Background: an optimization exercise with open tools, aiming at small area, a short achievable clock period and few clock cycles per item. Do not read the settings as production practice. In this exercise RTL edits were held to simulation tests only and were not proved equivalent to the original.

## flow/design.v (module list and top-level ports; edited modules follow where they fit)
// module srgbxyz_fa: 11 lines
// module srgbxyz_ha: 10 lines
// module srgb_to_xyz_pixel_converter: 1891 lines
module srgb_to_xyz_pixel_converter
(
    input  logic   clk,
    input  logic   rst_n,
    input  logic   pix_valid,
    output logic   pix_stall,
    input  srgbxyz_pkg::pixel_t pix,
    output logic   xyz_valid,
    input  logic   xyz_stall,
    output srgbxyz_pkg::xyz_t   xyz
);
  // ...
==> flow/run.sh <==
#!/bin/bash
# synth_recipe.tcl (not shown) runs the flow's synth.tcl, then flattens the netlist and writes it again
# the make line also repeats each setting of config.mk as NAME=value (left out here)
make -C /OpenROAD-flow-scripts/flow DESIGN_CONFIG=/design/flow/config.mk WORK_HOME=/design/flow/orfs CLKGATE_MAP_FILE= SYNTH_SCRIPT=/design/flow/synth_recipe.tcl finish
==> flow/config.mk <==
export PLATFORM = sky130hd
export DESIGN_NAME = srgb_to_xyz_pixel_converter
export DESIGN_NICKNAME = srgb_to_xyz_pixel_converter
export VERILOG_FILES = /design/flow/design.v
export SDC_FILE = /design/flow/constraint.sdc
export NUM_CORES = 4
export LEC_CHECK = 0
export CAP_MARGIN = 20
export CORE_MARGIN = 2
export CORE_UTILIZATION = 40
export SETUP_SLACK_MARGIN = 5
export SLEW_MARGIN = 20
export SYNTH_HIERARCHICAL = 1
export TNS_END_PERCENT = 100
==> flow/constraint.sdc <==
create_clock -name core_clock -period 9.0 [get_ports {clk}]
set_input_delay 1.8000 -clock core_clock [delete_from_list [all_inputs] [get_ports {clk}]]
set_output_delay 1.8000 -clock core_clock [all_outputs]
set_load 0.01 [all_outputs]
==> results.txt, run 1 <==
outcome=no timing/DRC/antenna violations; ys async rst share=0.0134; buffer share of cell area=0.0426; buffer type at the clock tree root=clkbuf_16; Mapped Avg Cell Area=roughly 11 um2; CP Data Required Time=between 9000 and 10000 ps; Port Buf Inserts=74; CTS max path bufs=3; final worst slack=5060 ps; worst hold start=v2$_DFFE_PN0N_; syn_nets=around 5k; Hold Path Stages=1; Worst Tran Pin Value=between 1000 and 1500 ps; Place WS=between 4000 and 5000 ps; Max-cap violations=0; Synth Flop Type=edfxtp_1; clock network area share=0.0327; vias=about 34k; XOR/XNOR share of the synthesized area=0.00822; delay-heaviest family, CP=compound AO/OA/AOI/OAI gates; grt ovf=0; sequential cell area share=0.231; diode count=0; placed cell area=about 46000 um2; multi-input gate share of total cell area=0.631; Reg-to-Reg Start=pix_q[8]$_DFFE_PN_; Placed Instances=between 5k and 6k; TritonRoute pass-1 iters=6; Hold Fails Final Rpt=0; number of synthesized flops with an enable pin=367
Testbench counts, summed over its fixed seeds: cycles 32,032, items 32,000.
==> run 2: changes to the inputs <==
--- a/flow/design.v
+++ b/flow/design.v
@@ -3047,14 +3047,6 @@
     logic [15:0] lin_r, lin_g, lin_b;
     logic [15:0] lr_n, lg_n, lb_n;
-    logic        r0_lc1;
-    logic        r0_lc2;
-    logic        r0_lc3;
-    logic        r0_lc4;
-    logic        r0_lc5;
-    logic        r0_lc6;
-    logic        r0_lc7;
-    logic        ck0, ck0_q;
-    logic [29:0] ca0, ca0_q;
-    logic [28:0] cb0, cb0_q;
+    logic [36:0] ca0, ca0_q;
+    logic [34:0] cb0, cb0_q;
     logic [36:0] y0;
     logic r0_t0, r0_t1, r0_t2, r0_t3, r0_t4, r0_t5, r0_t6, r0_t7, r0_t8, r0_t9, r0_t10, r0_t11;
@@ -3115,79 +3107,6 @@
     logic r0_t660, r0_t661, r0_t662, r0_t663, r0_t664, r0_t665, r0_t666, r0_t667, r0_t668, r0_t669, r0_t670, r0_t671;
     logic r0_t672, r0_t673;
-    logic [36:0] sa0, sb0, g0, t0, p0;
-    logic        r0_G0, r0_T0;
-    logic        r0_G1, r0_T1;
-    logic        r0_G2, r0_T2;
-    logic        r0_G3, r0_T3;
-    logic        r0_G4, r0_T4;
-    logic        r0_G5, r0_T5;
-    logic        r0_G6, r0_T6;
-    logic        r0_G7, r0_T7;
-    logic        r0_G8, r0_T8;
-    logic        r0_G9, r0_T9;
-    logic        r0_G10, r0_T10;
-    logic        r0_G11, r0_T11;
-    logic        r0_G12, r0_T12;
-    logic        r0_G13, r0_T13;
-    logic        r0_G14, r0_T14;
-    logic        r0_G15, r0_T15;
-    logic        r0_G16, r0_T16;
-    logic        r0_G17, r0_T17;
-    logic        r0_G18, r0_T18;
-    logic        r0_G19, r0_T19;
-    logic        r0_G20, r0_T20;
-    logic        r0_G21, r0_T21;
-    logic        r0_G22, r0_T22;
-    logic        r0_G23, r0_T23;
-    logic        r0_G24, r0_T24;
-    logic        r0_G25, r0_T25;
-    logic        r0_G26, r0_T26;
-    logic        r0_G27, r0_T27;
-    logic        r0_G28, r0_T28;
-    logic        r0_G29, r0_T29;
-    logic        r0_G30, r0_T30;
-    logic        r0_G31, r0_T31;
-    logic        r0_G32, r0_T32;
-    logic        r0_G33, r0_T33;
-    logic        r0_G34, r0_T34;
-    logic        r0_G35, r0_T35;
-    logic        r0_G36, r0_T36;
-    logic        r0_G37, r0_T37;
-    logic        r0_G38, r0_T38;
-    logic        r0_G39, r0_T39;
-    logic        r0_G40, r0_T40;
-    logic        r0_G41, r0_T41;
-    logic        r0_G42, r0_T42;
-    logic        r0_G43, r0_T43;
-    logic        r0_G44, r0_T44;
-    logic        r0_G45, r0_T45;
-    logic        r0_G46, r0_T46;
-    logic        r0_G47, r0_T47;
-    logic        r0_G48, r0_T48;
-    logic        r0_G49, r0_T49;
-    logic        r0_G50, r0_T50;
-    logic        r0_G51, r0_T51;
-    logic        r0_G52, r0_T52;
-    logic        r0_G53, r0_T53;
-    logic        r0_G54, r0_T54;
-    logic        r0_G55, r0_T55;
-    logic        r0_G56, r0_T56;
-    logic        r0_G57, r0_T57;
-    logic        r0_G58, r0_T58;
-    logic        r0_G59, r0_T59;
-    logic        r0_G60, r0_T60;
-    logic        r0_G61, r0_T61;
-    logic        r0_G62, r0_T62;
-    logic        r0_G63, r0_T63;
-    logic        r1_lc1;
-    logic        r1_lc2;
-    logic        r1_lc3;
-    logic        r1_lc4;
-    logic        r1_lc5;
-    logic        r1_lc6;
-    logic        r1_lc7;
-    logic        ck1, ck1_q;
-    logic [29:0] ca1, ca1_q;
-    logic [28:0] cb1, cb1_q;
+    logic [36:0] ca1, ca1_q;
+    logic [34:0] cb1, cb1_q;
     logic [36:0] y1;
     logic r1_t0, r1_t1, r1_t2, r1_t3, r1_t4, r1_t5, r1_t6, r1_t7, r1_t8, r1_t9, r1_t10, r1_t11;
@@ -3240,80 +3159,6 @@
     logic r1_t564, r1_t565, r1_t566, r1_t567, r1_t568, r1_t569, r1_t570, r1_t571, r1_t572, r1_t573, r1_t574, r1_t575;
     logic r1_t576, r1_t577;
-    logic [36:0] sa1, sb1, g1, t1, p1;
-    logic        r1_G0, r1_T0;
-    logic        r1_G1, r1_T1;
-    logic        r1_G2, r1_T2;
-    logic        r1_G3, r1_T3;
-    logic        r1_G4, r1_T4;
-    logic        r1_G5, r1_T5;
-    logic        r1_G6, r1_T6;
-    logic        r1_G7, r1_T7;
-    logic        r1_G8, r1_T8;
-    logic        r1_G9, r1_T9;
-    logic        r1_G10, r1_T10;
-    logic        r1_G11, r1_T11;
-    logic        r1_G12, r1_T12;
-    logic        r1_G13, r1_T13;
-    logic        r1_G14, r1_T14;
-    logic        r1_G15, r1_T15;
-    logic        r1_G16, r1_T16;
-    logic        r1_G17, r1_T17;
-    logic        r1_G18, r1_T18;
-    logic        r1_G19, r1_T19;
-    logic        r1_G20, r1_T20;
-    logic        r1_G21, r1_T21;
-    logic        r1_G22, r1_T22;
-    logic        r1_G23, r1_T23;
-    logic        r1_G24, r1_T24;
-    logic        r1_G25, r1_T25;
-    logic        r1_G26, r1_T26;
-    logic        r1_G27, r1_T27;
-    logic        r1_G28, r1_T28;
-    logic        r1_G29, r1_T29;
-    logic        r1_G30, r1_T30;
-    logic        r1_G31, r1_T31;
-    logic        r1_G32, r1_T32;
-    logic        r1_G33, r1_T33;
-    logic        r1_G34, r1_T34;
-    logic        r1_G35, r1_T35;
-    logic        r1_G36, r1_T36;
-    logic        r1_G37, r1_T37;
-    logic        r1_G38, r1_T38;
-    logic        r1_G39, r1_T39;
-    logic        r1_G40, r1_T40;
-    logic        r1_G41, r1_T41;
-    logic        r1_G42, r1_T42;
-    logic        r1_G43, r1_T43;
-    logic        r1_G44, r1_T44;
-    logic        r1_G45, r1_T45;
-    logic        r1_G46, r1_T46;
-    logic        r1_G47, r1_T47;
-    logic        r1_G48, r1_T48;
-    logic        r1_G49, r1_T49;
-    logic        r1_G50, r1_T50;
-    logic        r1_G51, r1_T51;
-    logic        r1_G52, r1_T52;
-    logic        r1_G53, r1_T53;
-    logic        r1_G54, r1_T54;
-    logic        r1_G55, r1_T55;
-    logic        r1_G56, r1_T56;
-    logic        r1_G57, r1_T57;
-    logic        r1_G58, r1_T58;
-    logic        r1_G59, r1_T59;
-    logic        r1_G60, r1_T60;
-    logic        r1_G61, r1_T61;
-    logic        r1_G62, r1_T62;
-    logic        r1_G63, r1_T63;
-    logic        r2_lc1;
-    logic        r2_lc2;
-    logic        r2_lc3;
-    logic        r2_lc4;
-    logic        r2_lc5;
-    logic        r2_lc6;
-    logic        r2_lc7;
-    logic        r2_lc8;
-    logic        ck2, ck2_q;
-    logic [28:0] ca2, ca2_q;
-    logic [27:0] cb2, cb2_q;
+    logic [36:0] ca2, ca2_q;
+    logic [33:0] cb2, cb2_q;
     logic [36:0] y2;
     logic r2_t0, r2_t1, r2_t2, r2_t3, r2_t4, r2_t5, r2_t6, r2_t7, r2_t8, r2_t9, r2_t10, r2_t11;
@@ -3362,69 +3207,4 @@
     logic r2_t516, r2_t517, r2_t518, r2_t519, r2_t520, r2_t521, r2_t522, r2_t523, r2_t524, r2_t525, r2_t526, r2_t527;
     logic r2_t528, r2_t529, r2_t530, r2_t531, r2_t532, r2_t533, r2_t534, r2_t535, r2_t536, r2_t537, r2_t538, r2_t539;
-    logic [36:0] sa2, sb2, g2, t2, p2;
-    logic        r2_G0, r2_T0;
-    logic        r2_G1, r2_T1;
-    logic        r2_G2, r2_T2;
-    logic        r2_G3, r2_T3;
-    logic        r2_G4, r2_T4;
-    logic        r2_G5, r2_T5;
-    logic        r2_G6, r2_T6;
-    logic        r2_G7, r2_T7;
-    logic        r2_G8, r2_T8;
-    logic        r2_G9, r2_T9;
-    logic        r2_G10, r2_T10;
-    logic        r2_G11, r2_T11;
-    logic        r2_G12, r2_T12;
-    logic        r2_G13, r2_T13;
-    logic        r2_G14, r2_T14;
-    logic        r2_G15, r2_T15;
-    logic        r2_G16, r2_T16;
-    logic        r2_G17, r2_T17;
-    logic        r2_G18, r2_T18;
-    logic        r2_G19, r2_T19;
-    logic        r2_G20, r2_T20;
-    logic        r2_G21, r2_T21;
-    logic        r2_G22, r2_T22;
-    logic        r2_G23, r2_T23;
-    logic        r2_G24, r2_T24;
-    logic        r2_G25, r2_T25;
-    logic        r2_G26, r2_T26;
-    logic        r2_G27, r2_T27;
-    logic        r2_G28, r2_T28;
-    logic        r2_G29, r2_T29;
-    logic        r2_G30, r2_T30;
-    logic        r2_G31, r2_T31;
-    logic        r2_G32, r2_T32;
-    logic        r2_G33, r2_T33;
-    logic        r2_G34, r2_T34;
-    logic        r2_G35, r2_T35;
-    logic        r2_G36, r2_T36;
-    logic        r2_G37, r2_T37;
-    logic        r2_G38, r2_T38;
-    logic        r2_G39, r2_T39;
-    logic        r2_G40, r2_T40;
-    logic        r2_G41, r2_T41;
-    logic        r2_G42, r2_T42;
-    logic        r2_G43, r2_T43;
-    logic        r2_G44, r2_T44;
-    logic        r2_G45, r2_T45;
-    logic        r2_G46, r2_T46;
-    logic        r2_G47, r2_T47;
-    logic        r2_G48, r2_T48;
-    logic        r2_G49, r2_T49;
-    logic        r2_G50, r2_T50;
-    logic        r2_G51, r2_T51;
-    logic        r2_G52, r2_T52;
-    logic        r2_G53, r2_T53;
-    logic        r2_G54, r2_T54;
-    logic        r2_G55, r2_T55;
-    logic        r2_G56, r2_T56;
-    logic        r2_G57, r2_T57;
-    logic        r2_G58, r2_T58;
-    logic        r2_G59, r2_T59;
-    logic        r2_G60, r2_T60;
-    logic        r2_G61, r2_T61;
-    logic        r2_G62, r2_T62;
-    logic        r2_G63, r2_T63;
     srgbxyz_pkg::xyz_t xyz_reg;
     srgbxyz_ha u_r0_t0 (.a(lr_n[9]), .b(lr_n[7]), .s(r0_t0), .co(r0_t1));
@@ -3786,14 +3566,6 @@
     assign r0_t672 = ~r0_t601;
     assign r0_t673 = r0_t601;
-    assign ca0 = {r0_t673, r0_t672, r0_t670, r0_t668, r0_t666, r0_t664, r0_t662, r0_t660, r0_t658, r0_t656, r0_t654, r0_t652, r0_t650, r0_t648, r0_t646, r0_t644, r0_t642, r0_t640, r0_t638, r0_t636, r0_t634, r0_t632, r0_t630, r0_t628, r0_t626, r0_t624, r0_t622, r0_t620, r0_t618, r0_t616};
-    assign cb0 = {r0_t671, r0_t669, r0_t667, r0_t665, r0_t663, r0_t661, r0_t659, r0_t657, r0_t655, r0_t653, r0_t651, r0_t649, r0_t647, r0_t645, r0_t643, r0_t641, r0_t639, r0_t637, r0_t635, r0_t633, r0_t631, r0_t629, r0_t627, r0_t625, r0_t623, r0_t621, r0_t619, r0_t617, r0_t615};
-    assign r0_lc1 = (r0_t602 & 1'b1) | (r0_t602 & 1'b0) | (1'b1 & 1'b0);
-    assign r0_lc2 = (r0_t604 & r0_t603) | (r0_t604 & r0_lc1) | (r0_t603 & r0_lc1);
-    assign r0_lc3 = (r0_t606 & r0_t605) | (r0_t606 & r0_lc2) | (r0_t605 & r0_lc2);
-    assign r0_lc4 = (r0_t608 & r0_t607) | (r0_t608 & r0_lc3) | (r0_t607 & r0_lc3);
-    assign r0_lc5 = (r0_t610 & r0_t609) | (r0_t610 & r0_lc4) | (r0_t609 & r0_lc4);
-    assign r0_lc6 = (r0_t612 & r0_t611) | (r0_t612 & r0_lc5) | (r0_t611 & r0_lc5);
-    assign r0_lc7 = (r0_t614 & r0_t613) | (r0_t614 & r0_lc6) | (r0_t613 & r0_lc6);
-    assign ck0 = r0_lc7;    
+    assign ca0 = {r0_t673, r0_t672, r0_t670, r0_t668, r0_t666, r0_t664, r0_t662, r0_t660, r0_t658, r0_t656, r0_t654, r0_t652, r0_t650, r0_t648, r0_t646, r0_t644, r0_t642, r0_t640, r0_t638, r0_t636, r0_t634, r0_t632, r0_t630, r0_t628, r0_t626, r0_t624, r0_t622, r0_t620, r0_t618, r0_t616, r0_t614, r0_t612, r0_t610, r0_t608, r0_t606, r0_t604, r0_t602};
+    assign cb0 = {r0_t671, r0_t669, r0_t667, r0_t665, r0_t663, r0_t661, r0_t659, r0_t657, r0_t655, r0_t653, r0_t651, r0_t649, r0_t647, r0_t645, r0_t643, r0_t641, r0_t639, r0_t637, r0_t635, r0_t633, r0_t631, r0_t629, r0_t627, r0_t625, r0_t623, r0_t621, r0_t619, r0_t617, r0_t615, r0_t613, r0_t611, r0_t609, r0_t607, r0_t605, r0_t603};
     srgbxyz_ha u_r1_t0 (.a(lr[13]), .b(lr[11]), .s(r1_t0), .co(r1_t1));
     srgbxyz_fa u_r1_t2 (.a(lr[14]), .b(lr[12]), .c(lr[9]), .s(r1_t2), .co(r1_t3));
@@ -4102,14 +3874,6 @@
     assign r1_t576 = ~(lg[15] ^ r1_t505);
     assign r1_t577 = lg[15] | r1_t505;
-    assign ca1 = {r1_t577, r1_t576, r1_t574, r1_t572, r1_t570, r1_t568, r1_t566, r1_t564, r1_t562, r1_t560, r1_t558, r1_t556, r1_t554, r1_t552, r1_t550, r1_t548, r1_t546, r1_t544, r1_t542, r1_t540, r1_t538, r1_t536, r1_t534, r1_t532, r1_t530, r1_t528, r1_t526, r1_t524, r1_t522, r1_t520};
-    assign cb1 = {r1_t575, r1_t573, r1_t571, r1_t569, r1_t567, r1_t565, r1_t563, r1_t561, r1_t559, r1_t557, r1_t555, r1_t553, r1_t551, r1_t549, r1_t547, r1_t545, r1_t543, r1_t541, r1_t539, r1_t537, r1_t535, r1_t533, r1_t531, r1_t529, r1_t527, r1_t525, r1_t523, r1_t521, r1_t519};
-    assign r1_lc1 = (r1_t506 & 1'b1) | (r1_t506 & 1'b0) | (1'b1 & 1'b0);
-    assign r1_lc2 = (r1_t508 & r1_t507) | (r1_t508 & r1_lc1) | (r1_t507 & r1_lc1);
-    assign r1_lc3 = (r1_t510 & r1_t509) | (r1_t510 & r1_lc2) | (r1_t509 & r1_lc2);
-    assign r1_lc4 = (r1_t512 & r1_t511) | (r1_t512 & r1_lc3) | (r1_t511 & r1_lc3);
-    assign r1_lc5 = (r1_t514 & r1_t513) | (r1_t514 & r1_lc4) | (r1_t513 & r1_lc4);
-    assign r1_lc6 = (r1_t516 & r1_t515) | (r1_t516 & r1_lc5) | (r1_t515 & r1_lc5);
-    assign r1_lc7 = (r1_t518 & r1_t517) | (r1_t518 & r1_lc6) | (r1_t517 & r1_lc6);
-    assign ck1 = r1_lc7;    
+    assign ca1 = {r1_t577, r1_t576, r1_t574, r1_t572, r1_t570, r1_t568, r1_t566, r1_t564, r1_t562, r1_t560, r1_t558, r1_t556, r1_t554, r1_t552, r1_t550, r1_t548, r1_t546, r1_t544, r1_t542, r1_t540, r1_t538, r1_t536, r1_t534, r1_t532, r1_t530, r1_t528, r1_t526, r1_t524, r1_t522, r1_t520, r1_t518, r1_t516, r1_t514, r1_t512, r1_t510, r1_t508, r1_t506};
+    assign cb1 = {r1_t575, r1_t573, r1_t571, r1_t569, r1_t567, r1_t565, r1_t563, r1_t561, r1_t559, r1_t557, r1_t555, r1_t553, r1_t551, r1_t549, r1_t547, r1_t545, r1_t543, r1_t541, r1_t539, r1_t537, r1_t535, r1_t533, r1_t531, r1_t529, r1_t527, r1_t525, r1_t523, r1_t521, r1_t519, r1_t517, r1_t515, r1_t513, r1_t511, r1_t509, r1_t507};
     srgbxyz_ha u_r2_t0 (.a(lr[11]), .b(lr[8]), .s(r2_t0), .co(r2_t1));
     srgbxyz_ha u_r2_t2 (.a(lr[12]), .b(lr[9]), .s(r2_t2), .co(r2_t3));
@@ -4397,462 +4161,12 @@
     assign r2_t538 = ~(lb[15] ^ r2_t471);
     assign r2_t539 = lb[15] | r2_t471;
-    assign ca2 = {r2_t539, r2_t538, r2_t536, r2_t534, r2_t532, r2_t530, r2_t528, r2_t526, r2_t524, r2_t522, r2_t520, r2_t518, r2_t516, r2_t514, r2_t512, r2_t510, r2_t508, r2_t506, r2_t504, r2_t502, r2_t500, r2_t498, r2_t496, r2_t494, r2_t492, r2_t490, r2_t488, r2_t486, r2_t484};
-    assign cb2 = {r2_t537, r2_t535, r2_t533, r2_t531, r2_t529, r2_t527, r2_t525, r2_t523, r2_t521, r2_t519, r2_t517, r2_t515, r2_t513, r2_t511, r2_t509, r2_t507, r2_t505, r2_t503, r2_t501, r2_t499, r2_t497, r2_t495, r2_t493, r2_t491, r2_t489, r2_t487, r2_t485, r2_t483};
-    assign r2_lc1 = (lr[0] & 1'b0) | (lr[0] & 1'b0) | (1'b0 & 1'b0);
-    assign r2_lc2 = (lr[1] & 1'b0) | (lr[1] & r2_lc1) | (1'b0 & r2_lc1);
-    assign r2_lc3 = (r2_t472 & lb[0]) | (r2_t472 & r2_lc2) | (lb[0] & r2_lc2);
-    assign r2_lc4 = (r2_t474 & r2_t473) | (r2_t474 & r2_lc3) | (r2_t473 & r2_lc3);
-    assign r2_lc5 = (r2_t476 & r2_t475) | (r2_t476 & r2_lc4) | (r2_t475 & r2_lc4);
-    assign r2_lc6 = (r2_t478 & r2_t477) | (r2_t478 & r2_lc5) | (r2_t477 & r2_lc5);
-    assign r2_lc7 = (r2_t480 & r2_t479) | (r2_t480 & r2_lc6) | (r2_t479 & r2_lc6);
-    assign r2_lc8 = (r2_t482 & r2_t481) | (r2_t482 & r2_lc7) | (r2_t481 & r2_lc7);
-    assign ck2 = r2_lc8;    
-    assign sa0 = {ca0_q[29], ca0_q[28], ca0_q[27], ca0_q[26], ca0_q[25], ca0_q[24], ca0_q[23], ca0_q[22], ca0_q[21], ca0_q[20], ca0_q[19], ca0_q[18], ca0_q[17], ca0_q[16], ca0_q[15], ca0_q[14], ca0_q[13], ca0_q[12], ca0_q[11], ca0_q[10], ca0_q[9], ca0_q[8], ca0_q[7], ca0_q[6], ca0_q[5], ca0_q[4], ca0_q[3], ca0_q[2], ca0_q[1], ca0_q[0], ck0_q, 1'b0, 1'b0, 1'b0, 1'b0, 1'b0, 1'b0};
-    assign sb0 = {1'b1, cb0_q[28], cb0_q[27], cb0_q[26], cb0_q[25], cb0_q[24], cb0_q[23], cb0_q[22], cb0_q[21], cb0_q[20], cb0_q[19], cb0_q[18], cb0_q[17], cb0_q[16], cb0_q[15], cb0_q[14], cb0_q[13], cb0_q[12], cb0_q[11], cb0_q[10], cb0_q[9], cb0_q[8], cb0_q[7], cb0_q[6], cb0_q[5], cb0_q[4], cb0_q[3], cb0_q[2], cb0_q[1], cb0_q[0], ck0_q, 1'b0, 1'b0, 1'b0, 1'b0, 1'b0, 1'b0};
-    assign g0  = sa0 & sb0;
-    assign t0  = sa0 | sb0;
-    assign p0  = sa0 ^ sb0;
-    assign r0_G0 = g0[21] | (t0[21] & g0[20]);
-    assign r0_T0 = t0[21] & t0[20];
-    assign r0_G1 = g0[19] | (t0[19] & g0[18]);
-    assign r0_T1 = t0[19] & t0[18];
-    assign r0_G2 = g0[17] | (t0[17] & g0[16]);
-    assign r0_T2 = t0[17] & t0[16];
-    assign r0_G3 = r0_G1 | (r0_T1 & r0_G2);
-    assign r0_T3 = r0_T1 & r0_T2;
-    assign r0_G4 = r0_G0 | (r0_T0 & r0_G3);
-    assign r0_T4 = r0_T0 & r0_T3;
-    assign r0_G5 = g0[15] | (t0[15] & g0[14]);
-    assign r0_T5 = t0[15] & t0[14];
-    assign r0_G6 = g0[13] | (t0[13] & g0[12]);
-    assign r0_T6 = t0[13] & t0[12];
-    assign r0_G7 = r0_G5 | (r0_T5 & r0_G6);
-    assign r0_T7 = r0_T5 & r0_T6;
-    assign r0_G8 = g0[11] | (t0[11] & g0[10]);
-    assign r0_T8 = t0[11] & t0[10];
-    assign r0_G9 = g0[9] | (t0[9] & g0[8]);
-    assign r0_T9 = t0[9] & t0[8];
-    assign r0_G10 = r0_G8 | (r0_T8 & r0_G9);
-    assign r0_T10 = r0_T8 & r0_T9;
-    assign r0_G11 = r0_G7 | (r0_T7 & r0_G10);
-    assign r0_T11 = r0_T7 & r0_T10;
-    assign r0_G12 = g0[7] | (t0[7] & g0[6]);
-    assign r0_T12 = t0[7] & t0[6];
-    assign r0_G13 = g0[5] | (t0[5] & g0[4]);
-    assign r0_T13 = t0[5] & t0[4];
-    assign r0_G14 = r0_G12 | (r0_T12 & r0_G13);
-    assign r0_T14 = r0_T12 & r0_T13;
-    assign r0_G15 = g0[3] | (t0[3] & g0[2]);
-    assign r0_T15 = t0[3] & t0[2];
-    assign r0_G16 = g0[1] | (t0[1] & g0[0]);
-    assign r0_T16 = t0[1] & t0[0];
-    assign r0_G17 = r0_G15 | (r0_T15 & r0_G16);
-    assign r0_T17 = r0_T15 & r0_T16;
-    assign r0_G18 = r0_G14 | (r0_T14 & r0_G17);
-    assign r0_T18 = r0_T14 & r0_T17;
-    assign r0_G19 = r0_G11 | (r0_T11 & r0_G18);
-    assign r0_T19 = r0_T11 & r0_T18;
-    assign r0_G20 = r0_G4 | (r0_T4 & r0_G19);
-    assign r0_T20 = r0_T4 & r0_T19;
-    assign y0[22] = p0[22] ^ r0_G20;
-    assign r0_G21 = g0[22] | (t0[22] & r0_G0);
-    assign r0_T21 = t0[22] & r0_T0;
-    assign r0_G22 = r0_G21 | (r0_T21 & r0_G3);
-    assign r0_T22 = r0_T21 & r0_T3;
-    assign r0_G23 = r0_G22 | (r0_T22 & r0_G19);
-    assign r0_T23 = r0_T22 & r0_T19;
-    assign y0[23] = p0[23] ^ r0_G23;
-    assign r0_G24 = g0[23] | (t0[23] & g0[22]);
-    assign r0_T24 = t0[23] & t0[22];
-    assign r0_G25 = r0_G24 | (r0_T24 & r0_G0);
-    assign r0_T25 = r0_T24 & r0_T0;
-    assign r0_G26 = r0_G25 | (r0_T25 & r0_G3);
-    assign r0_T26 = r0_T25 & r0_T3;
-    assign r0_G27 = r0_G26 | (r0_T26 & r0_G19);
-    assign r0_T27 = r0_T26 & r0_T19;
-    assign y0[24] = p0[24] ^ r0_G27;
-    assign r0_G28 = g0[24] | (t0[24] & r0_G26);
-    assign r0_T28 = t0[24] & r0_T26;
-    assign r0_G29 = r0_G28 | (r0_T28 & r0_G19);
-    assign r0_T29 = r0_T28 & r0_T19;
-    assign y0[25] = p0[25] ^ r0_G29;
-    assign r0_G30 = g0[25] | (t0[25] & g0[24]);
-    assign r0_T30 = t0[25] & t0[24];
-    assign r0_G31 = r0_G30 | (r0_T30 & r0_G26);
-    assign r0_T31 = r0_T30 & r0_T26;
-    assign r0_G32 = r0_G31 | (r0_T31 & r0_G19);
-    assign r0_T32 = r0_T31 & r0_T19;
-    assign y0[26] = p0[26] ^ r0_G32;
-    assign r0_G33 = g0[26] | (t0[26] & r0_G30);
-    assign r0_T33 = t0[26] & r0_T30;
-    assign r0_G34 = r0_G33 | (r0_T33 & r0_G26);
-    assign r0_T34 = r0_T33 & r0_T26;
-    assign r0_G35 = r0_G34 | (r0_T34 & r0_G19);
-    assign r0_T35 = r0_T34 & r0_T19;
-    assign y0[27] = p0[27] ^ r0_G35;
-    assign r0_G36 = g0[27] | (t0[27] & g0[26]);
-    assign r0_T36 = t0[27] & t0[26];
-    assign r0_G37 = r0_G36 | (r0_T36 & r0_G30);
-    assign r0_T37 = r0_T36 & r0_T30;
-    assign r0_G38 = r0_G37 | (r0_T37 & r0_G26);
-    assign r0_T38 = r0_T37 & r0_T26;
-    assign r0_G39 = r0_G38 | (r0_T38 & r0_G19);
-    assign r0_T39 = r0_T38 & r0_T19;
-    assign y0[28] = p0[28] ^ r0_G39;
-    assign r0_G40 = g0[28] | (t0[28] & r0_G37);
-    assign r0_T40 = t0[28] & r0_T37;
-    assign r0_G41 = r0_G40 | (r0_T40 & r0_G26);
-    assign r0_T41 = r0_T40 & r0_T26;
-    assign r0_G42 = r0_G41 | (r0_T41 & r0_G19);
-    assign r0_T42 = r0_T41 & r0_T19;
-    assign y0[29] = p0[29] ^ r0_G42;
-    assign r0_G43 = g0[29] | (t0[29] & g0[28]);
-    assign r0_T43 = t0[29] & t0[28];
-    assign r0_G44 = r0_G43 | (r0_T43 & r0_G37);
-    assign r0_T44 = r0_T43 & r0_T37;
-    assign r0_G45 = r0_G44 | (r0_T44 & r0_G26);
-    assign r0_T45 = r0_T44 & r0_T26;
-    assign r0_G46 = r0_G45 | (r0_T45 & r0_G19);
-    assign r0_T46 = r0_T45 & r0_T19;
-    assign y0[30] = p0[30] ^ r0_G46;
-    assign r0_G47 = g0[30] | (t0[30] & r0_G43);
-    assign r0_T47 = t0[30] & r0_T43;
-    assign r0_G48 = r0_G47 | (r0_T47 & r0_G37);
-    assign r0_T48 = r0_T47 & r0_T37;
-    assign r0_G49 = r0_G48 | (r0_T48 & r0_G26);
-    assign r0_T49 = r0_T48 & r0_T26;
-    assign r0_G50 = r0_G49 | (r0_T49 & r0_G19);
-    assign r0_T50 = r0_T49 & r0_T19;
-    assign y0[31] = p0[31] ^ r0_G50;
-    assign r0_G51 = g0[31] | (t0[31] & g0[30]);
-    assign r0_T51 = t0[31] & t0[30];
-    assign r0_G52 = r0_G51 | (r0_T51 & r0_G43);
-    assign r0_T52 = r0_T51 & r0_T43;
-    assign r0_G53 = r0_G52 | (r0_T52 & r0_G37);
-    assign r0_T53 = r0_T52 & r0_T37;
-    assign r0_G54 = r0_G53 | (r0_T53 & r0_G26);
-    assign r0_T54 = r0_T53 & r0_T26;
-    assign r0_G55 = r0_G54 | (r0_T54 & r0_G19);
-    assign r0_T55 = r0_T54 & r0_T19;
-    assign y0[32] = p0[32] ^ r0_G55;
-    assign r0_G56 = g0[32] | (t0[32] & r0_G55);
-    assign r0_T56 = t0[32] & r0_T55;
-    assign y0[33] = p0[33] ^ r0_G56;
-    assign r0_G57 = g0[33] | (t0[33] & g0[32]);
-    assign r0_T57 = t0[33] & t0[32];
-    assign r0_G58 = r0_G57 | (r0_T57 & r0_G55);
-    assign r0_T58 = r0_T57 & r0_T55;
-    assign y0[34] = p0[34] ^ r0_G58;
-    assign r0_G59 = g0[34] | (t0[34] & r0_G57);
-    assign r0_T59 = t0[34] & r0_T57;
-    assign r0_G60 = r0_G59 | (r0_T59 & r0_G55);
-    assign r0_T60 = r0_T59 & r0_T55;
-    assign y0[35] = p0[35] ^ r0_G60;
-    assign r0_G61 = g0[35] | (t0[35] & g0[34]);
-    assign r0_T61 = t0[35] & t0[34];
-    assign r0_G62 = r0_G61 | (r0_T61 & r0_G57);
-    assign r0_T62 = r0_T61 & r0_T57;
-    assign r0_G63 = r0_G62 | (r0_T62 & r0_G55);
-    assign r0_T63 = r0_T62 & r0_T55;
-    assign y0[36] = p0[36] ^ r0_G63;
-    assign y0[21:0] = '0;    
-    assign sa1 = {ca1_q[29], ca1_q[28], ca1_q[27], ca1_q[26], ca1_q[25], ca1_q[24], ca1_q[23], ca1_q[22], ca1_q[21], ca1_q[20], ca1_q[19], ca1_q[18], ca1_q[17], ca1_q[16], ca1_q[15], ca1_q[14], ca1_q[13], ca1_q[12], ca1_q[11], ca1_q[10], ca1_q[9], ca1_q[8], ca1_q[7], ca1_q[6], ca1_q[5], ca1_q[4], ca1_q[3], ca1_q[2], ca1_q[1], ca1_q[0], ck1_q, 1'b0, 1'b0, 1'b0, 1'b0, 1'b0, 1'b0};
-    assign sb1 = {1'b1, cb1_q[28], cb1_q[27], cb1_q[26], cb1_q[25], cb1_q[24], cb1_q[23], cb1_q[22], cb1_q[21], cb1_q[20], cb1_q[19], cb1_q[18], cb1_q[17], cb1_q[16], cb1_q[15], cb1_q[14], cb1_q[13], cb1_q[12], cb1_q[11], cb1_q[10], cb1_q[9], cb1_q[8], cb1_q[7], cb1_q[6], cb1_q[5], cb1_q[4], cb1_q[3], cb1_q[2], cb1_q[1], cb1_q[0], ck1_q, 1'b0, 1'b0, 1'b0, 1'b0, 1'b0, 1'b0};
-    assign g1  = sa1 & sb1;
-    assign t1  = sa1 | sb1;
-    assign p1  = sa1 ^ sb1;
-    assign r1_G0 = g1[21] | (t1[21] & g1[20]);
-    assign r1_T0 = t1[21] & t1[20];
-    assign r1_G1 = g1[19] | (t1[19] & g1[18]);
-    assign r1_T1 = t1[19] & t1[18];
-    assign r1_G2 = g1[17] | (t1[17] & g1[16]);
-    assign r1_T2 = t1[17] & t1[16];
-    assign r1_G3 = r1_G1 | (r1_T1 & r1_G2);
-    assign r1_T3 = r1_T1 & r1_T2;
-    assign r1_G4 = r1_G0 | (r1_T0 & r1_G3);
-    assign r1_T4 = r1_T0 & r1_T3;
-    assign r1_G5 = g1[15] | (t1[15] & g1[14]);
-    assign r1_T5 = t1[15] & t1[14];
-    assign r1_G6 = g1[13] | (t1[13] & g1[12]);
-    assign r1_T6 = t1[13] & t1[12];
-    assign r1_G7 = r1_G5 | (r1_T5 & r1_G6);
-    assign r1_T7 = r1_T5 & r1_T6;
-    assign r1_G8 = g1[11] | (t1[11] & g1[10]);
-    assign r1_T8 = t1[11] & t1[10];
-    assign r1_G9 = g1[9] | (t1[9] & g1[8]);
-    assign r1_T9 = t1[9] & t1[8];
-    assign r1_G10 = r1_G8 | (r1_T8 & r1_G9);
-    assign r1_T10 = r1_T8 & r1_T9;
-    assign r1_G11 = r1_G7 | (r1_T7 & r1_G10);
-    assign r1_T11 = r1_T7 & r1_T10;
-    assign r1_G12 = g1[7] | (t1[7] & g1[6]);
-    assign r1_T12 = t1[7] & t1[6];
-    assign r1_G13 = g1[5] | (t1[5] & g1[4]);
-    assign r1_T13 = t1[5] & t1[4];
-    assign r1_G14 = r1_G12 | (r1_T12 & r1_G13);
-    assign r1_T14 = r1_T12 & r1_T13;
-    assign r1_G15 = g1[3] | (t1[3] & g1[2]);
-    assign r1_T15 = t1[3] & t1[2];
-    assign r1_G16 = g1[1] | (t1[1] & g1[0]);
-    assign r1_T16 = t1[1] & t1[0];
-    assign r1_G17 = r1_G15 | (r1_T15 & r1_G16);
-    assign r1_T17 = r1_T15 & r1_T16;
-    assign r1_G18 = r1_G14 | (r1_T14 & r1_G17);
-    assign r1_T18 = r1_T14 & r1_T17;
-    assign r1_G19 = r1_G11 | (r1_T11 & r1_G18);
-    assign r1_T19 = r1_T11 & r1_T18;
-    assign r1_G20 = r1_G4 | (r1_T4 & r1_G19);
-    assign r1_T20 = r1_T4 & r1_T19;
-    assign y1[22] = p1[22] ^ r1_G20;
-    assign r1_G21 = g1[22] | (t1[22] & r1_G0);
-    assign r1_T21 = t1[22] & r1_T0;
-    assign r1_G22 = r1_G21 | (r1_T21 & r1_G3);
-    assign r1_T22 = r1_T21 & r1_T3;
-    assign r1_G23 = r1_G22 | (r1_T22 & r1_G19);
-    assign r1_T23 = r1_T22 & r1_T19;
-    assign y1[23] = p1[23] ^ r1_G23;
-    assign r1_G24 = g1[23] | (t1[23] & g1[22]);
-    assign r1_T24 = t1[23] & t1[22];
-    assign r1_G25 = r1_G24 | (r1_T24 & r1_G0);
-    assign r1_T25 = r1_T24 & r1_T0;
-    assign r1_G26 = r1_G25 | (r1_T25 & r1_G3);
-    assign r1_T26 = r1_T25 & r1_T3;
-    assign r1_G27 = r1_G26 | (r1_T26 & r1_G19);
-    assign r1_T27 = r1_T26 & r1_T19;
-    assign y1[24] = p1[24] ^ r1_G27;
-    assign r1_G28 = g1[24] | (t1[24] & r1_G26);
-    assign r1_T28 = t1[24] & r1_T26;
-    assign r1_G29 = r1_G28 | (r1_T28 & r1_G19);
-    assign r1_T29 = r1_T28 & r1_T19;
-    assign y1[25] = p1[25] ^ r1_G29;
-    assign r1_G30 = g1[25] | (t1[25] & g1[24]);
-    assign r1_T30 = t1[25] & t1[24];
-    assign r1_G31 = r1_G30 | (r1_T30 & r1_G26);
-    assign r1_T31 = r1_T30 & r1_T26;
-    assign r1_G32 = r1_G31 | (r1_T31 & r1_G19);
-    assign r1_T32 = r1_T31 & r1_T19;
-    assign y1[26] = p1[26] ^ r1_G32;
-    assign r1_G33 = g1[26] | (t1[26] & r1_G30);
-    assign r1_T33 = t1[26] & r1_T30;
-    assign r1_G34 = r1_G33 | (r1_T33 & r1_G26);
-    assign r1_T34 = r1_T33 & r1_T26;
-    assign r1_G35 = r1_G34 | (r1_T34 & r1_G19);
-    assign r1_T35 = r1_T34 & r1_T19;
-    assign y1[27] = p1[27] ^ r1_G35;
-    assign r1_G36 = g1[27] | (t1[27] & g1[26]);
-    assign r1_T36 = t1[27] & t1[26];
-    assign r1_G37 = r1_G36 | (r1_T36 & r1_G30);
-    assign r1_T37 = r1_T36 & r1_T30;
-    assign r1_G38 = r1_G37 | (r1_T37 & r1_G26);
-    assign r1_T38 = r1_T37 & r1_T26;
-    assign r1_G39 = r1_G38 | (r1_T38 & r1_G19);
-    assign r1_T39 = r1_T38 & r1_T19;
-    assign y1[28] = p1[28] ^ r1_G39;
-    assign r1_G40 = g1[28] | (t1[28] & r1_G37);
-    assign r1_T40 = t1[28] & r1_T37;
-    assign r1_G41 = r1_G40 | (r1_T40 & r1_G26);
-    assign r1_T41 = r1_T40 & r1_T26;
-    assign r1_G42 = r1_G41 | (r1_T41 & r1_G19);
-    assign r1_T42 = r1_T41 & r1_T19;
-    assign y1[29] = p1[29] ^ r1_G42;
-    assign r1_G43 = g1[29] | (t1[29] & g1[28]);
-    assign r1_T43 = t1[29] & t1[28];
-    assign r1_G44 = r1_G43 | (r1_T43 & r1_G37);
-    assign r1_T44 = r1_T43 & r1_T37;
-    assign r1_G45 = r1_G44 | (r1_T44 & r1_G26);
-    assign r1_T45 = r1_T44 & r1_T26;
-    assign r1_G46 = r1_G45 | (r1_T45 & r1_G19);
-    assign r1_T46 = r1_T45 & r1_T19;
-    assign y1[30] = p1[30] ^ r1_G46;
-    assign r1_G47 = g1[30] | (t1[30] & r1_G43);
-    assign r1_T47 = t1[30] & r1_T43;
-    assign r1_G48 = r1_G47 | (r1_T47 & r1_G37);
-    assign r1_T48 = r1_T47 & r1_T37;
-    assign r1_G49 = r1_G48 | (r1_T48 & r1_G26);
-    assign r1_T49 = r1_T48 & r1_T26;
-    assign r1_G50 = r1_G49 | (r1_T49 & r1_G19);
-    assign r1_T50 = r1_T49 & r1_T19;
-    assign y1[31] = p1[31] ^ r1_G50;
-    assign r1_G51 = g1[31] | (t1[31] & g1[30]);
-    assign r1_T51 = t1[31] & t1[30];
-    assign r1_G52 = r1_G51 | (r1_T51 & r1_G43);
-    assign r1_T52 = r1_T51 & r1_T43;
-    assign r1_G53 = r1_G52 | (r1_T52 & r1_G37);
-    assign r1_T53 = r1_T52 & r1_T37;
-    assign r1_G54 = r1_G53 | (r1_T53 & r1_G26);
-    assign r1_T54 = r1_T53 & r1_T26;
-    assign r1_G55 = r1_G54 | (r1_T54 & r1_G19);
-    assign r1_T55 = r1_T54 & r1_T19;
-    assign y1[32] = p1[32] ^ r1_G55;
-    assign r1_G56 = g1[32] | (t1[32] & r1_G55);
-    assign r1_T56 = t1[32] & r1_T55;
-    assign y1[33] = p1[33] ^ r1_G56;
-    assign r1_G57 = g1[33] | (t1[33] & g1[32]);
-    assign r1_T57 = t1[33] & t1[32];
-    assign r1_G58 = r1_G57 | (r1_T57 & r1_G55);
-    assign r1_T58 = r1_T57 & r1_T55;
-    assign y1[34] = p1[34] ^ r1_G58;
-    assign r1_G59 = g1[34] | (t1[34] & r1_G57);
-    assign r1_T59 = t1[34] & r1_T57;
-    assign r1_G60 = r1_G59 | (r1_T59 & r1_G55);
-    assign r1_T60 = r1_T59 & r1_T55;
-    assign y1[35] = p1[35] ^ r1_G60;
-    assign r1_G61 = g1[35] | (t1[35] & g1[34]);
-    assign r1_T61 = t1[35] & t1[34];
-    assign r1_G62 = r1_G61 | (r1_T61 & r1_G57);
-    assign r1_T62 = r1_T61 & r1_T57;
-    assign r1_G63 = r1_G62 | (r1_T62 & r1_G55);
-    assign r1_T63 = r1_T62 & r1_T55;
-    assign y1[36] = p1[36] ^ r1_G63;
-    assign y1[21:0] = '0;    
-    assign sa2 = {ca2_q[28], ca2_q[27], ca2_q[26], ca2_q[25], ca2_q[24], ca2_q[23], ca2_q[22], ca2_q[21], ca2_q[20], ca2_q[19], ca2_q[18], ca2_q[17], ca2_q[16], ca2_q[15], ca2_q[14], ca2_q[13], ca2_q[12], ca2_q[11], ca2_q[10], ca2_q[9], ca2_q[8], ca2_q[7], ca2_q[6], ca2_q[5], ca2_q[4], ca2_q[3], ca2_q[2], ca2_q[1], ca2_q[0], ck2_q, 1'b0, 1'b0, 1'b0, 1'b0, 1'b0, 1'b0, 1'b0};
-    assign sb2 = {1'b1, cb2_q[27], cb2_q[26], cb2_q[25], cb2_q[24], cb2_q[23], cb2_q[22], cb2_q[21], cb2_q[20], cb2_q[19], cb2_q[18], cb2_q[17], cb2_q[16], cb2_q[15], cb2_q[14], cb2_q[13], cb2_q[12], cb2_q[11], cb2_q[10], cb2_q[9], cb2_q[8], cb2_q[7], cb2_q[6], cb2_q[5], cb2_q[4], cb2_q[3], cb2_q[2], cb2_q[1], cb2_q[0], ck2_q, 1'b0, 1'b0, 1'b0, 1'b0, 1'b0, 1'b0, 1'b0};
-    assign g2  = sa2 & sb2;
-    assign t2  = sa2 | sb2;
-    assign p2  = sa2 ^ sb2;
-    assign r2_G0 = g2[21] | (t2[21] & g2[20]);
-    assign r2_T0 = t2[21] & t2[20];
-    assign r2_G1 = g2[19] | (t2[19] & g2[18]);
-    assign r2_T1 = t2[19] & t2[18];
-    assign r2_G2 = g2[17] | (t2[17] & g2[16]);
-    assign r2_T2 = t2[17] & t2[16];
-    assign r2_G3 = r2_G1 | (r2_T1 & r2_G2);
-    assign r2_T3 = r2_T1 & r2_T2;
-    assign r2_G4 = r2_G0 | (r2_T0 & r2_G3);
-    assign r2_T4 = r2_T0 & r2_T3;
-    assign r2_G5 = g2[15] | (t2[15] & g2[14]);
-    assign r2_T5 = t2[15] & t2[14];
-    assign r2_G6 = g2[13] | (t2[13] & g2[12]);
-    assign r2_T6 = t2[13] & t2[12];
-    assign r2_G7 = r2_G5 | (r2_T5 & r2_G6);
-    assign r2_T7 = r2_T5 & r2_T6;
-    assign r2_G8 = g2[11] | (t2[11] & g2[10]);
-    assign r2_T8 = t2[11] & t2[10];
-    assign r2_G9 = g2[9] | (t2[9] & g2[8]);
-    assign r2_T9 = t2[9] & t2[8];
-    assign r2_G10 = r2_G8 | (r2_T8 & r2_G9);
-    assign r2_T10 = r2_T8 & r2_T9;
-    assign r2_G11 = r2_G7 | (r2_T7 & r2_G10);
-    assign r2_T11 = r2_T7 & r2_T10;
-    assign r2_G12 = g2[7] | (t2[7] & g2[6]);
-    assign r2_T12 = t2[7] & t2[6];
-    assign r2_G13 = g2[5] | (t2[5] & g2[4]);
-    assign r2_T13 = t2[5] & t2[4];
-    assign r2_G14 = r2_G12 | (r2_T12 & r2_G13);
-    assign r2_T14 = r2_T12 & r2_T13;
-    assign r2_G15 = g2[3] | (t2[3] & g2[2]);
-    assign r2_T15 = t2[3] & t2[2];
-    assign r2_G16 = g2[1] | (t2[1] & g2[0]);
-    assign r2_T16 = t2[1] & t2[0];
-    assign r2_G17 = r2_G15 | (r2_T15 & r2_G16);
-    assign r2_T17 = r2_T15 & r2_T16;
-    assign r2_G18 = r2_G14 | (r2_T14 & r2_G17);
-    assign r2_T18 = r2_T14 & r2_T17;
-    assign r2_G19 = r2_G11 | (r2_T11 & r2_G18);
-    assign r2_T19 = r2_T11 & r2_T18;
-    assign r2_G20 = r2_G4 | (r2_T4 & r2_G19);
-    assign r2_T20 = r2_T4 & r2_T19;
-    assign y2[22] = p2[22] ^ r2_G20;
-    assign r2_G21 = g2[22] | (t2[22] & r2_G0);
-    assign r2_T21 = t2[22] & r2_T0;
-    assign r2_G22 = r2_G21 | (r2_T21 & r2_G3);
-    assign r2_T22 = r2_T21 & r2_T3;
-    assign r2_G23 = r2_G22 | (r2_T22 & r2_G19);
-    assign r2_T23 = r2_T22 & r2_T19;
-    assign y2[23] = p2[23] ^ r2_G23;
-    assign r2_G24 = g2[23] | (t2[23] & g2[22]);
-    assign r2_T24 = t2[23] & t2[22];
-    assign r2_G25 = r2_G24 | (r2_T24 & r2_G0);
-    assign r2_T25 = r2_T24 & r2_T0;
-    assign r2_G26 = r2_G25 | (r2_T25 & r2_G3);
-    assign r2_T26 = r2_T25 & r2_T3;
-    assign r2_G27 = r2_G26 | (r2_T26 & r2_G19);
-    assign r2_T27 = r2_T26 & r2_T19;
-    assign y2[24] = p2[24] ^ r2_G27;
-    assign r2_G28 = g2[24] | (t2[24] & r2_G26);
-    assign r2_T28 = t2[24] & r2_T26;
-    assign r2_G29 = r2_G28 | (r2_T28 & r2_G19);
-    assign r2_T29 = r2_T28 & r2_T19;
-    assign y2[25] = p2[25] ^ r2_G29;
-    assign r2_G30 = g2[25] | (t2[25] & g2[24]);
-    assign r2_T30 = t2[25] & t2[24];
-    assign r2_G31 = r2_G30 | (r2_T30 & r2_G26);
-    assign r2_T31 = r2_T30 & r2_T26;
-    assign r2_G32 = r2_G31 | (r2_T31 & r2_G19);
-    assign r2_T32 = r2_T31 & r2_T19;
-    assign y2[26] = p2[26] ^ r2_G32;
-    assign r2_G33 = g2[26] | (t2[26] & r2_G30);
-    assign r2_T33 = t2[26] & r2_T30;
-    assign r2_G34 = r2_G33 | (r2_T33 & r2_G26);
-    assign r2_T34 = r2_T33 & r2_T26;
-    assign r2_G35 = r2_G34 | (r2_T34 & r2_G19);
-    assign r2_T35 = r2_T34 & r2_T19;
-    assign y2[27] = p2[27] ^ r2_G35;
-    assign r2_G36 = g2[27] | (t2[27] & g2[26]);
-    assign r2_T36 = t2[27] & t2[26];
-    assign r2_G37 = r2_G36 | (r2_T36 & r2_G30);
-    assign r2_T37 = r2_T36 & r2_T30;
-    assign r2_G38 = r2_G37 | (r2_T37 & r2_G26);
-    assign r2_T38 = r2_T37 & r2_T26;
-    assign r2_G39 = r2_G38 | (r2_T38 & r2_G19);
-    assign r2_T39 = r2_T38 & r2_T19;
-    assign y2[28] = p2[28] ^ r2_G39;
-    assign r2_G40 = g2[28] | (t2[28] & r2_G37);
-    assign r2_T40 = t2[28] & r2_T37;
-    assign r2_G41 = r2_G40 | (r2_T40 & r2_G26);
-    assign r2_T41 = r2_T40 & r2_T26;
-    assign r2_G42 = r2_G41 | (r2_T41 & r2_G19);
-    assign r2_T42 = r2_T41 & r2_T19;
-    assign y2[29] = p2[29] ^ r2_G42;
-    assign r2_G43 = g2[29] | (t2[29] & g2[28]);
-    assign r2_T43 = t2[29] & t2[28];
-    assign r2_G44 = r2_G43 | (r2_T43 & r2_G37);
-    assign r2_T44 = r2_T43 & r2_T37;
-    assign r2_G45 = r2_G44 | (r2_T44 & r2_G26);
-    assign r2_T45 = r2_T44 & r2_T26;
-    assign r2_G46 = r2_G45 | (r2_T45 & r2_G19);
-    assign r2_T46 = r2_T45 & r2_T19;
-    assign y2[30] = p2[30] ^ r2_G46;
-    assign r2_G47 = g2[30] | (t2[30] & r2_G43);
-    assign r2_T47 = t2[30] & r2_T43;
-    assign r2_G48 = r2_G47 | (r2_T47 & r2_G37);
-    assign r2_T48 = r2_T47 & r2_T37;
-    assign r2_G49 = r2_G48 | (r2_T48 & r2_G26);
-    assign r2_T49 = r2_T48 & r2_T26;
-    assign r2_G50 = r2_G49 | (r2_T49 & r2_G19);
-    assign r2_T50 = r2_T49 & r2_T19;
-    assign y2[31] = p2[31] ^ r2_G50;
-    assign r2_G51 = g2[31] | (t2[31] & g2[30]);
-    assign r2_T51 = t2[31] & t2[30];
-    assign r2_G52 = r2_G51 | (r2_T51 & r2_G43);
-    assign r2_T52 = r2_T51 & r2_T43;
-    assign r2_G53 = r2_G52 | (r2_T52 & r2_G37);
-    assign r2_T53 = r2_T52 & r2_T37;
-    assign r2_G54 = r2_G53 | (r2_T53 & r2_G26);
-    assign r2_T54 = r2_T53 & r2_T26;
-    assign r2_G55 = r2_G54 | (r2_T54 & r2_G19);
-    assign r2_T55 = r2_T54 & r2_T19;
-    assign y2[32] = p2[32] ^ r2_G55;
-    assign r2_G56 = g2[32] | (t2[32] & r2_G55);
-    assign r2_T56 = t2[32] & r2_T55;
-    assign y2[33] = p2[33] ^ r2_G56;
-    assign r2_G57 = g2[33] | (t2[33] & g2[32]);
-    assign r2_T57 = t2[33] & t2[32];
-    assign r2_G58 = r2_G57 | (r2_T57 & r2_G55);
-    assign r2_T58 = r2_T57 & r2_T55;
-    assign y2[34] = p2[34] ^ r2_G58;
-    assign r2_G59 = g2[34] | (t2[34] & r2_G57);
-    assign r2_T59 = t2[34] & r2_T57;
-    assign r2_G60 = r2_G59 | (r2_T59 & r2_G55);
-    assign r2_T60 = r2_T59 & r2_T55;
-    assign y2[35] = p2[35] ^ r2_G60;
-    assign r2_G61 = g2[35] | (t2[35] & g2[34]);
-    assign r2_T61 = t2[35] & t2[34];
-    assign r2_G62 = r2_G61 | (r2_T61 & r2_G57);
-    assign r2_T62 = r2_T61 & r2_T57;
-    assign r2_G63 = r2_G62 | (r2_T62 & r2_G55);
-    assign r2_T63 = r2_T62 & r2_T55;
-    assign y2[36] = p2[36] ^ r2_G63;
-    assign y2[21:0] = '0;    
+    assign ca2 = {r2_t539, r2_t538, r2_t536, r2_t534, r2_t532, r2_t530, r2_t528, r2_t526, r2_t524, r2_t522, r2_t520, r2_t518, r2_t516, r2_t514, r2_t512, r2_t510, r2_t508, r2_t506, r2_t504, r2_t502, r2_t500, r2_t498, r2_t496, r2_t494, r2_t492, r2_t490, r2_t488, r2_t486, r2_t484, r2_t482, r2_t480, r2_t478, r2_t476, r2_t474, r2_t472, lr[1], lr[0]};
+    assign cb2 = {r2_t537, r2_t535, r2_t533, r2_t531, r2_t529, r2_t527, r2_t525, r2_t523, r2_t521, r2_t519, r2_t517, r2_t515, r2_t513, r2_t511, r2_t509, r2_t507, r2_t505, r2_t503, r2_t501, r2_t499, r2_t497, r2_t495, r2_t493, r2_t491, r2_t489, r2_t487, r2_t485, r2_t483, r2_t481, r2_t479, r2_t477, r2_t475, r2_t473, lb[0]};
+    assign y0 = {ca0_q[36], ca0_q[35], ca0_q[34], ca0_q[33], ca0_q[32], ca0_q[31], ca0_q[30], ca0_q[29], ca0_q[28], ca0_q[27], ca0_q[26], ca0_q[25], ca0_q[24], ca0_q[23], ca0_q[22], ca0_q[21], ca0_q[20], ca0_q[19], ca0_q[18], ca0_q[17], ca0_q[16], ca0_q[15], ca0_q[14], ca0_q[13], ca0_q[12], ca0_q[11], ca0_q[10], ca0_q[9], ca0_q[8], ca0_q[7], ca0_q[6], ca0_q[5], ca0_q[4], ca0_q[3], ca0_q[2], ca0_q[1], ca0_q[0]}
+                + {1'b1, cb0_q[34], cb0_q[33], cb0_q[32], cb0_q[31], cb0_q[30], cb0_q[29], cb0_q[28], cb0_q[27], cb0_q[26], cb0_q[25], cb0_q[24], cb0_q[23], cb0_q[22], cb0_q[21], cb0_q[20], cb0_q[19], cb0_q[18], cb0_q[17], cb0_q[16], cb0_q[15], cb0_q[14], cb0_q[13], cb0_q[12], cb0_q[11], cb0_q[10], cb0_q[9], cb0_q[8], cb0_q[7], cb0_q[6], cb0_q[5], cb0_q[4], cb0_q[3], cb0_q[2], cb0_q[1], cb0_q[0], 1'b1};
+    assign y1 = {ca1_q[36], ca1_q[35], ca1_q[34], ca1_q[33], ca1_q[32], ca1_q[31], ca1_q[30], ca1_q[29], ca1_q[28], ca1_q[27], ca1_q[26], ca1_q[25], ca1_q[24], ca1_q[23], ca1_q[22], ca1_q[21], ca1_q[20], ca1_q[19], ca1_q[18], ca1_q[17], ca1_q[16], ca1_q[15], ca1_q[14], ca1_q[13], ca1_q[12], ca1_q[11], ca1_q[10], ca1_q[9], ca1_q[8], ca1_q[7], ca1_q[6], ca1_q[5], ca1_q[4], ca1_q[3], ca1_q[2], ca1_q[1], ca1_q[0]}
+                + {1'b1, cb1_q[34], cb1_q[33], cb1_q[32], cb1_q[31], cb1_q[30], cb1_q[29], cb1_q[28], cb1_q[27], cb1_q[26], cb1_q[25], cb1_q[24], cb1_q[23], cb1_q[22], cb1_q[21], cb1_q[20], cb1_q[19], cb1_q[18], cb1_q[17], cb1_q[16], cb1_q[15], cb1_q[14], cb1_q[13], cb1_q[12], cb1_q[11], cb1_q[10], cb1_q[9], cb1_q[8], cb1_q[7], cb1_q[6], cb1_q[5], cb1_q[4], cb1_q[3], cb1_q[2], cb1_q[1], cb1_q[0], 1'b1};
+    assign y2 = {ca2_q[36], ca2_q[35], ca2_q[34], ca2_q[33], ca2_q[32], ca2_q[31], ca2_q[30], ca2_q[29], ca2_q[28], ca2_q[27], ca2_q[26], ca2_q[25], ca2_q[24], ca2_q[23], ca2_q[22], ca2_q[21], ca2_q[20], ca2_q[19], ca2_q[18], ca2_q[17], ca2_q[16], ca2_q[15], ca2_q[14], ca2_q[13], ca2_q[12], ca2_q[11], ca2_q[10], ca2_q[9], ca2_q[8], ca2_q[7], ca2_q[6], ca2_q[5], ca2_q[4], ca2_q[3], ca2_q[2], ca2_q[1], ca2_q[0]}
+                + {1'b1, cb2_q[33], cb2_q[32], cb2_q[31], cb2_q[30], cb2_q[29], cb2_q[28], cb2_q[27], cb2_q[26], cb2_q[25], cb2_q[24], cb2_q[23], cb2_q[22], cb2_q[21], cb2_q[20], cb2_q[19], cb2_q[18], cb2_q[17], cb2_q[16], cb2_q[15], cb2_q[14], cb2_q[13], cb2_q[12], cb2_q[11], cb2_q[10], cb2_q[9], cb2_q[8], cb2_q[7], cb2_q[6], cb2_q[5], cb2_q[4], cb2_q[3], cb2_q[2], cb2_q[1], cb2_q[0], 1'b0, 1'b0};
     assign lin_r     = srgbxyz_pkg::lin_net(pix_q.red);
     assign lin_g     = srgbxyz_pkg::lin_net(pix_q.green);
@@ -4905,11 +4219,8 @@
             ca0_q   <= ca0;
             cb0_q   <= cb0;
-            ck0_q   <= ck0;
             ca1_q   <= ca1;
             cb1_q   <= cb1;
-            ck1_q   <= ck1;
             ca2_q   <= ca2;
             cb2_q   <= cb2;
-            ck2_q   <= ck2;
             xyz_reg <= {y0[36:22], y1[36:22], y2[36:22]};
         end
==> results.txt, run 2 <==
worst hold slack=about 500 ps; WL per Instance=between 20 and 30 um; cell mode on critical path=fa_1; most frequent cells in the layout=fa_1 (787), edfxtp_1 (402), nor2_1 (318); CTS tree=built; die height=between 300 and 400 um; HP Class=flop to flop; Clock Latency Late Sink=between 600 and 700 ps; syn_nets=5159 (+3.3%); synthesized cell area=45700 um2; Synth Flop Type=edfxtp_1; non-filler cells, final=between 5k and 6k; WP buf/inv=0; element type at the critical path end=flop; clk_skew=between 20 and 30 ps; io pins=75; TritonRoute pass-1 iters=6 (unchanged); die area=117000 um2; metal2 WL=approximately 71 mm; largest net degree at the start of global routing=~150; Netlist cell types=82; delay-heaviest family, CP=adder cells; Crit path largest cell delay=~860 ps; first-pass GRT wire length=~240 mm; vias in the first global route=36.0k; Cell Chain, Critical Path=fa_1, fa_1, fa_1, fa_1, fa_1, fa_1; RSZ-0062 raised after global routing=yes; Synth top area share=0.345; dpl hpwl=roughly 120 mm; H-tree depth=2; placed cell area=48200 um2 (+4.5%); Hold Fails Final Rpt=0 (unchanged); TNS Setup=0 ps; vias=35.2k (+4.5%); synth warn=7; Final GP Congestion=0.994; top cell type by total area after synthesis=fa_1; clock-pin slew on the worst setup and hold paths=roughly 60 ps; Seq/Total Area, Yosys=0.267; Mapped Avg Cell Area=11.1 um2 (+0.76%); Cells after Synth=4100; Final min period=about 4000 ps; number of synthesized flops with an enable pin=402 (+9.5%); Port Buf Inserts=74 (unchanged); crit start category=flop; final worst slack=5030 ps (-30.7 ps); top layer in use=met5; fin crit share=0.442; fin nets=5162; Routed Antenna Nets=0; Max FO, Critical Path=6; max reg flops=between 40 and 50; fin util=0.444; drt first-iter violations=roughly 4.6k; CTS max path bufs=3 (unchanged); initial cell density of the core=0.404; Rel. slew slack=0.278; clock sinks=approximately 410; routed wire length=around 160 mm; met1 wire length=around 67 mm; #FFs+latches synth=roughly 410; Max Clock Freq=about 250 MHz; outcome=no timing/DRC/antenna violations; CP Data Required Time=9360 ps (about the same); Tot GR Track Use=0.281; Final Cell Area=50100 um2; diode count=0 (unchanged); initial antenna violation count=1; P&R area growth vs syn=9.74%; share of layout cells above drive strength 1=0.0722; Arrival @ worst endpoint=between 4000 and 5000 ps; Worst R2R Setup Slack=just over 5000 ps; Final Max Slew Viols=0; CTS Buf Count=48; Placed Instances=5531 (+4.0%); ys async rst share=0.0123 (-0.00116); most frequent cell after synthesis=fa_1; drt drc=0; leading cell type in the layout, fill and taps excluded=fa_1; Max-cap violations=0 (unchanged); buffer type at the clock tree root=clkbuf_16; Core Area=113000 um2; DR vias/cell=roughly 6.2; grt ovf=0 (unchanged); # setup viols final=0; Synth area leaders=fa_1 (34%), edfxtp_1 (26%), ha_1 (6.7%); Worst Tran Pin Value=1080 ps (+42.1 ps); metal3 WL=17.5 mm; Slowest cell on crit path=edfxtp_1; Place WS=4700 ps (+494 ps); Core Rows=~120; Die Wd=between 300 and 400 um; critical path type=flop to flop; Post-synth top cells=fa_1 (787), edfxtp_1 (402), nor2_1 (319)
[run 2: changes by cell type after synthesis, sizes merged, moves of 11 or more]
cell,delta
inv,-99
a21o,+50
edfxtp,+35
clkbuf,+30
o21ai,+29
o21a,+20
ha,+19
nor2b,+19
nand4,+18
maj3,-17
nand2,+15
a21oi,+11
nor3,-11
[run 2: per-layer routing]
layer  global-route usage  up-vias
met4                0.111        2
met1                0.396    17840
met2                0.421     2153
met3               0.0639      406
met5                    0        -
li1                     -    14808
[run 2: kinds of logic (layout without fill, tap and decap cells)]
family	count (synthesis)	in the layout	synth area share
AO/OA/AOI/OAI	1110	1110	0.160
XOR/XNOR	40	40	0.00767
adder cells (fa/ha/maj)	1031	1031	0.412
buffers and inverters	494	534	0.0415
flip-flops	407	407	0.267
multiplexers	61	61	0.0163
AND/OR/NAND/NOR	957	957	0.0961
[run 2: cell type report]
cell class	count	area, um2
fillers	10592	62800
multi-input cells	3199	31700
flip-flops and latches	407	12200
well taps	1500	1880
repair buffers	209	1840
clock buffers	61	1270
inverters	238	906
clock inverters	26	380
[run 2: what timing repair did]
action | in CTS | in global routing
endpoints found under the setup margin | 40 | 30
hold buffers | 0 | 0
setup buffers | 11 | 11
resized for setup | 3 | 16
[run 2: Yosys stat by module, one instance, submodules excluded]
| module | flops+latches | times used |
|---|---|---|
| srgb_to_xyz_pixel_converter | 407 | 1 |
| srgbxyz_fa | 0 | 784 |
| srgbxyz_ha | 0 | 59 |
[run 2: final timing paths]
path | from | end | cells past startpoint
min in group asynchronous | rst_n | v0$_DFFE_PN0N_ | 1
max in group asynchronous | rst_n | vs$_DFFE_PN0P_ | 1
hold / removal | v2$_DFFE_PN0N_ | v3$_DFFE_PN0N_ | 1
setup reg to reg | lg_n[7]$_DFFE_PN_ | ca0_q[20]$_DFFE_PN_ | 6
setup / recovery | lg_n[7]$_DFFE_PN_ | ca0_q[20]$_DFFE_PN_ | 6
hold reg to reg | v2$_DFFE_PN0N_ | v3$_DFFE_PN0N_ | 1
Testbench counts of run 2, summed over its fixed seeds: cycles 32,032, items 32,000.

==> separate check: timing with driven ports <==
Ports are ideal in the flow. The routed layouts listed here were re-timed in OpenROAD.
Step 1, drivers: a clkbuf_16 drives clk and a buf_2 each remaining input, both assumed.
Step 2 adds t to the input delays and takes it off the output delays; t is the mean of the earliest and latest rising clock arrival at the registers after step 1. Input paths then give back, and output paths get back, about the clock's delay inside the block.
Three values: ideal ports, drivers, drivers and shift; two values: the first two.
| run | shift t [ns] | slack for setup (ns) | slew at the worst register clock pin (ns) |
|---|---|---|---|
| run 1 | 0.685 | 5.057 / 5.057 / 4.665 | 0.07 / 0.07 |
| run 2 | 0.697 | 5.026 / 5.026 / 4.766 | 0.07 / 0.07 |
After both steps setup and hold are still met in every run listed. For run 1, which loses most, drivers alone change the setup slack by 0.000 ns; drivers and shift together by -0.392 ns.
